Source: an optimization exercise on an open RTL-to-GDS flow (aim: small area, a short achievable clock period and few clock cycles). Production flows keep margins and buffers that such runs may drop. RTL that was checked went through simulation tests only; none was proved equivalent to the original. No activity file was given, so power comes from the tool's default toggle rates.

==> flow/design.v (excerpt) <==
module fifo_icache_fetch_decode
(
   input  wire logic        clock,
   input  wire logic        reset,
   input  wire logic        start,
   output logic             busy,
   input  wire logic        req_opcode,
   input  wire logic [31:0] req_fetch_address,
   input  wire logic [31:0] req_memory_word,
   output logic             rsp_valid,
   output logic             rsp_hit,
   output logic [31:0]      rsp_instruction,
   output logic [5:0]       rsp_major_op,
   output logic             rsp_imm_flag,
   output logic             rsp_branch_mode,
   output logic [3:0]       rsp_reg_a,
   output logic [3:0]       rsp_reg_b,
   output logic [3:0]       rsp_reg_c,
   output logic [15:0]      rsp_immediate
);
   localparam int N      = fifd_pkg::CACHE_ENTRIES;
   logic              fill_accept;
   logic [N-1:0]      slot_ff;      
   logic [N-1:0]      match;
   logic [N-1:0]      wr_en;
   logic [N-1:0]      s1_sel;
   logic              s1_valid;
   logic [N-1:0][31:0] words;
   logic [N-1:0]      first;
   logic [31:0]       read_word;
   logic              out_valid;
   logic              out_hit;
   logic [31:0]       out_word;
   assign busy        = 1'b0;
   assign fill_accept = start && (req_opcode == fifd_pkg::OP_FILL);
   for (genvar i = 0; i < N; i++) begin : g_cell
      assign wr_en[i] = fill_accept && slot_ff[i];
      fifd_cell u_cell (
         .clock      (clock),
         .reset      (reset),
         .wr_en      (wr_en[i]),
         .wr_addr    (req_fetch_address),
         .wr_word    (req_memory_word),
         .probe_addr (req_fetch_address),
         .match      (match[i]),
         .word       (words[i])
      );
   end
   always_ff @(posedge clock) begin
      if (reset) begin
         slot_ff  <= N'(1);
         s1_valid <= 1'b0;
      end else begin
         if (fill_accept) begin
            slot_ff <= {slot_ff[N-2:0], slot_ff[N-1]};
         end
  ...
Settings: LEC_CHECK=0, CAP_MARGIN=20, CORE_MARGIN=2, CORE_UTILIZATION=65, CTS_CLUSTER_DIAMETER=60, CTS_CLUSTER_SIZE=24, SETUP_SLACK_MARGIN=2.8, SLEW_MARGIN=20; clock period 5.0 ns.
run.sh (not shown) runs the stock make flow with config.mk's settings and CLKGATE_MAP_FILE= SYNTH_SCRIPT=/design/flow/synth_recipe.tcl, a recipe that flattens the netlist after the stock synthesis.
The first run finished with timing, DRC and antenna clean.
==> next run, changes <==
CTS_CLUSTER_DIAMETER = not set   (was 60)
CTS_CLUSTER_SIZE = not set   (was 24)
=>
- The changed run passed the timing, design-rule and antenna checks
- setup slack got worse by 0.0095 ns
- cell area is higher by a few percent
- sequential cell count does not change
- total power is higher by about a fifth
- area after synthesis does not change
- first-iteration DRC count is higher by a few percent
- via count is higher by a few percent
- worst hold slack got worse by 0.0037 ns
- count of clock-buffer cells in the layout is higher by 63
- combinational power is lower slightly
Function was not checked in any run of this note: the RTL went through the layout flow alone.

fifo_icache_fetch_decode, a different RTL version from the one above (not shown whole).
Size in the first run: ~2500 cells after synthesis, roughly 1100 flip-flops.
==> flow/config.mk <==
export PLATFORM = sky130hd
export DESIGN_NAME = fifo_icache_fetch_decode
export DESIGN_NICKNAME = fifo_icache_fetch_decode
export VERILOG_FILES = /design/flow/design.v
export SDC_FILE = /design/flow/constraint.sdc
export NUM_CORES = 4
export LEC_CHECK = 0
export CAP_MARGIN = 20
export CORE_MARGIN = 2
export CORE_UTILIZATION = 65
export CTS_BUF_LIST = sky130_fd_sc_hd__clkbuf_8 sky130_fd_sc_hd__clkbuf_16
export SETUP_SLACK_MARGIN = 2.8
export SLEW_MARGIN = 20
==> flow/constraint.sdc <==
create_clock -name core_clock -period 5.0 [get_ports {clock}]
set_input_delay 1.0000 -clock core_clock [delete_from_list [all_inputs] [get_ports {clock}]]
set_output_delay 1.0000 -clock core_clock [all_outputs]
set_load 0.01 [all_outputs]
Testbench counts at the start, summed over its fixed seeds: cycles 12,016.
Then changed:
Settings changed: CTS_BUF_LIST sky130_fd_sc_hd__clkbuf_8 sky130_fd_sc_hd__clkbuf_16 to default, SETUP_SLACK_MARGIN 2.8 to 3.0.
Outcome: Final cell count went up by 1.0%. Wire length went up by about 4%. Cell area went up by about 2.8%. Synthesized area does not change.
Then changed:
Settings changed: CORE_UTILIZATION 65 to 80, SETUP_SLACK_MARGIN 3.0 to 2.8.
With this change the flow completed and failed the layout checks on slew limit.
Non-clock buffer count is lower by 41.
Worst setup slack got worse by 1100 ps.
Critical path depth is lower by 1.
Final area is lower by 3.2%.
Worst hold slack improved by 67 ps.
Power is higher by 0.98%.
Via count is higher by 15%.
Cell count is lower by 5.7%.
Clock skew is higher by 15 ps.

run 1:
fifo_icache_fetch_decode again, from the RTL that the note above started with.
Settings: LEC_CHECK=0, CAP_MARGIN=20, CORE_MARGIN=2, CORE_UTILIZATION=40, SETUP_SLACK_MARGIN=2.7, SLEW_MARGIN=20; clock period 5.0 ns.
Run 1 ended with every stage complete and zero timing, DRC or antenna violations.
Testbench counts of run 1, summed over its fixed seeds: cycles 12,016.
The inputs of run 2 differ from those of run 1 as listed below.
--- a/flow/config.mk
+++ b/flow/config.mk
@@ -10,2 +10,4 @@
-export CORE_UTILIZATION = 40
-export SETUP_SLACK_MARGIN = 2.7
+export CORE_UTILIZATION = 65
+export CTS_CLUSTER_DIAMETER = 60
+export CTS_CLUSTER_SIZE = 32
+export SETUP_SLACK_MARGIN = 2.85
==> notes.md <==
The die of run 2 is smaller than the one used in run 1. Between run 2 and run 1, it is run 2 whose sequential share of layout area is higher, by 2.1 points. In run 2, the number of antenna violations at the first check in global routing came out 2 below the value in run 1.
Relative to run 2, the following input files were edited for run 3:
--- a/flow/config.mk
+++ b/flow/config.mk
@@ -10,4 +10,5 @@
-export CORE_UTILIZATION = 65
-export CTS_CLUSTER_DIAMETER = 60
-export CTS_CLUSTER_SIZE = 32
-export SETUP_SLACK_MARGIN = 2.85
+export CORE_UTILIZATION = 40
+export CTS_BUF_LIST = sky130_fd_sc_hd__clkbuf_8
+export CTS_CLUSTER_DIAMETER = 40
+export CTS_CLUSTER_SIZE = 16
+export SETUP_SLACK_MARGIN = 2.7
--- outcome ---
Run 3 ended up with a higher portion of total power attributed to the clock network than run 2 did. On time the final worst path needs with I/O delays and setup, the lower figure sits with run 2, not run 3. Measured against each other, run 3 and run 2 differ in clock skew, the higher figure coming from run 3. Run 3 vs run 2, transition time at the pin with the least slew margin went down by 20 ps. Between run 3 and run 2, it is run 3 whose sum of internal, switching and leakage power is higher, by 13%. Comparing run 3 against run 2, there is no change at all in final count of hold timing violations.
#### Input delta (run 4 over run 3)
--- a/flow/config.mk
+++ b/flow/config.mk
@@ -10,5 +10,4 @@
-export CORE_UTILIZATION = 40
-export CTS_BUF_LIST = sky130_fd_sc_hd__clkbuf_8
-export CTS_CLUSTER_DIAMETER = 40
-export CTS_CLUSTER_SIZE = 16
-export SETUP_SLACK_MARGIN = 2.7
+export CORE_UTILIZATION = 65
+export CTS_CLUSTER_DIAMETER = 80
+export CTS_CLUSTER_SIZE = 32
+export SETUP_SLACK_MARGIN = 2.8
Notes after the runs:
Changes observed in run 4 relative to run 3: per-cell routed wire length grew by about 18%; area overhead of the layout relative to synthesis went down; proportion of layout cells with a drive suffix above 1 down 3.1 points; number of nets in the layout now sits lower; worst ir drop on vdd picked up an extra 40%. Compared to run 3, run 4 leaves less free space in the core. Delta (run 4 minus run 3): post-DP HPWL ~0 delta, non-clock buffer area fraction after layout +1.6 points.
Input changes introduced in run 5 (baseline for comparison: run 4):
--- a/flow/config.mk
+++ b/flow/config.mk
@@ -10,3 +10,2 @@
-export CORE_UTILIZATION = 65
-export CTS_CLUSTER_DIAMETER = 80
-export CTS_CLUSTER_SIZE = 32
+export CORE_UTILIZATION = 55
+export PLACE_DENSITY = 0.75
Run 5: all stages complete, timing, DRC and antenna checks passed
On clock tree cell share of total cell area: run 5 sits above run 4.
From run 4 to run 5 the numbers moved as follows: final design utilization decreased 8.7 points, global-route wire length before repair increased 3.9 mm, synthesized-area fraction occupied by adder cells essentially unchanged, area used by multi-input combinational logic increased 0.87%, vertical die dimension increased about 9%.
The run showing the smaller data arrival at the endpoint of the critical path is run 4.
Ratio of final minimum period to clock period: run 4 and run 5 compared, higher one is run 5
Re fraction of power consumed by combinational cells: run 5 is 1.0 points down on run 4.
Setup slack of the worst register-to-register path, run 4 and run 5: smaller value in run 5
Run 5 vs run 4: final worst slack down in run 5
Setup changes, run 5 to run 6
--- a/flow/config.mk
+++ b/flow/config.mk
@@ -10,2 +10 @@
-export CORE_UTILIZATION = 55
-export PLACE_DENSITY = 0.75
+export CORE_UTILIZATION = 65
==> notes.md <==
A slowest cell on the critical path of sky130_fd_sc_hd__clkdlybuf4s50_1 is what run 6 shows, while sky130_fd_sc_hd__a222oi_1 belongs to run 5.
HPWL reported at the end of detailed placement: run 6 and run 5 compared, lower one is run 6
Run 5 was larger in final cell area than run 6.
Re worst supply voltage drop on vdd: run 6 is 14% up on run 5.
Critical path depth, run 6 and run 5: smaller value in run 6

re-timing with driven ports:
The results above use ideal ports. As a check the final layouts listed here were re-extracted and re-timed, cells and wires unchanged.
Step 1 (the two cells are an assumption about what drives the block):
set clk [get_ports {clock}]
set_driving_cell -lib_cell sky130_fd_sc_hd__clkbuf_16 $clk
set_driving_cell -lib_cell sky130_fd_sc_hd__buf_2 [delete_from_list [all_inputs] $clk]
Step 2 times the ports against the registers' clock, not the clock port: input delays grow and output delays shrink by t, the midpoint of the rising clock arrivals with the driver on.
Three values: ideal, step 1, step 2; two values: the first two.
run	shift t [ns]	setup slack, ns	hold slack, ns	worst setup path after step 2
the first run of note 1	0.734	2.666 / 2.666 / 2.111	0.447 / 0.447 / 0.447	input to register
the second run of note 1	0.726	2.657 / 2.657 / 2.144	0.443 / 0.443 / 0.443	input to register
the first run of note 2	0.720	2.816 / 2.756 / 2.114	0.431 / 0.431 / 0.431	input to register
the second run of note 2	0.718	2.602 / 2.602 / 2.332	0.428 / 0.428 / 0.428	input to register
the third run of note 2	0.762	1.461 / 1.461 / 1.461	0.495 / 0.495 / 0.495	register to register
run 1	0.752	2.712 / 2.676 / 2.003	0.435 / 0.435 / 0.435	input to register
run 2	0.704	2.749 / 2.681 / 2.214	0.426 / 0.426 / 0.426	input to register
run 3	0.895	2.639 / 2.573 / 1.863	0.434 / 0.434 / 0.434	input to register
run 4	0.683	2.762 / 2.697 / 2.100	0.413 / 0.413 / 0.413	input to register
run 5	0.751	2.597 / 2.597 / 2.127	0.437 / 0.437 / 0.437	input to register
run 6	0.716	2.818 / 2.755 / 2.117	0.432 / 0.432 / 0.432	input to register
The setup slack of run 3, which loses most, moves by -0.066 ns with the drivers and by -0.776 ns with both steps.
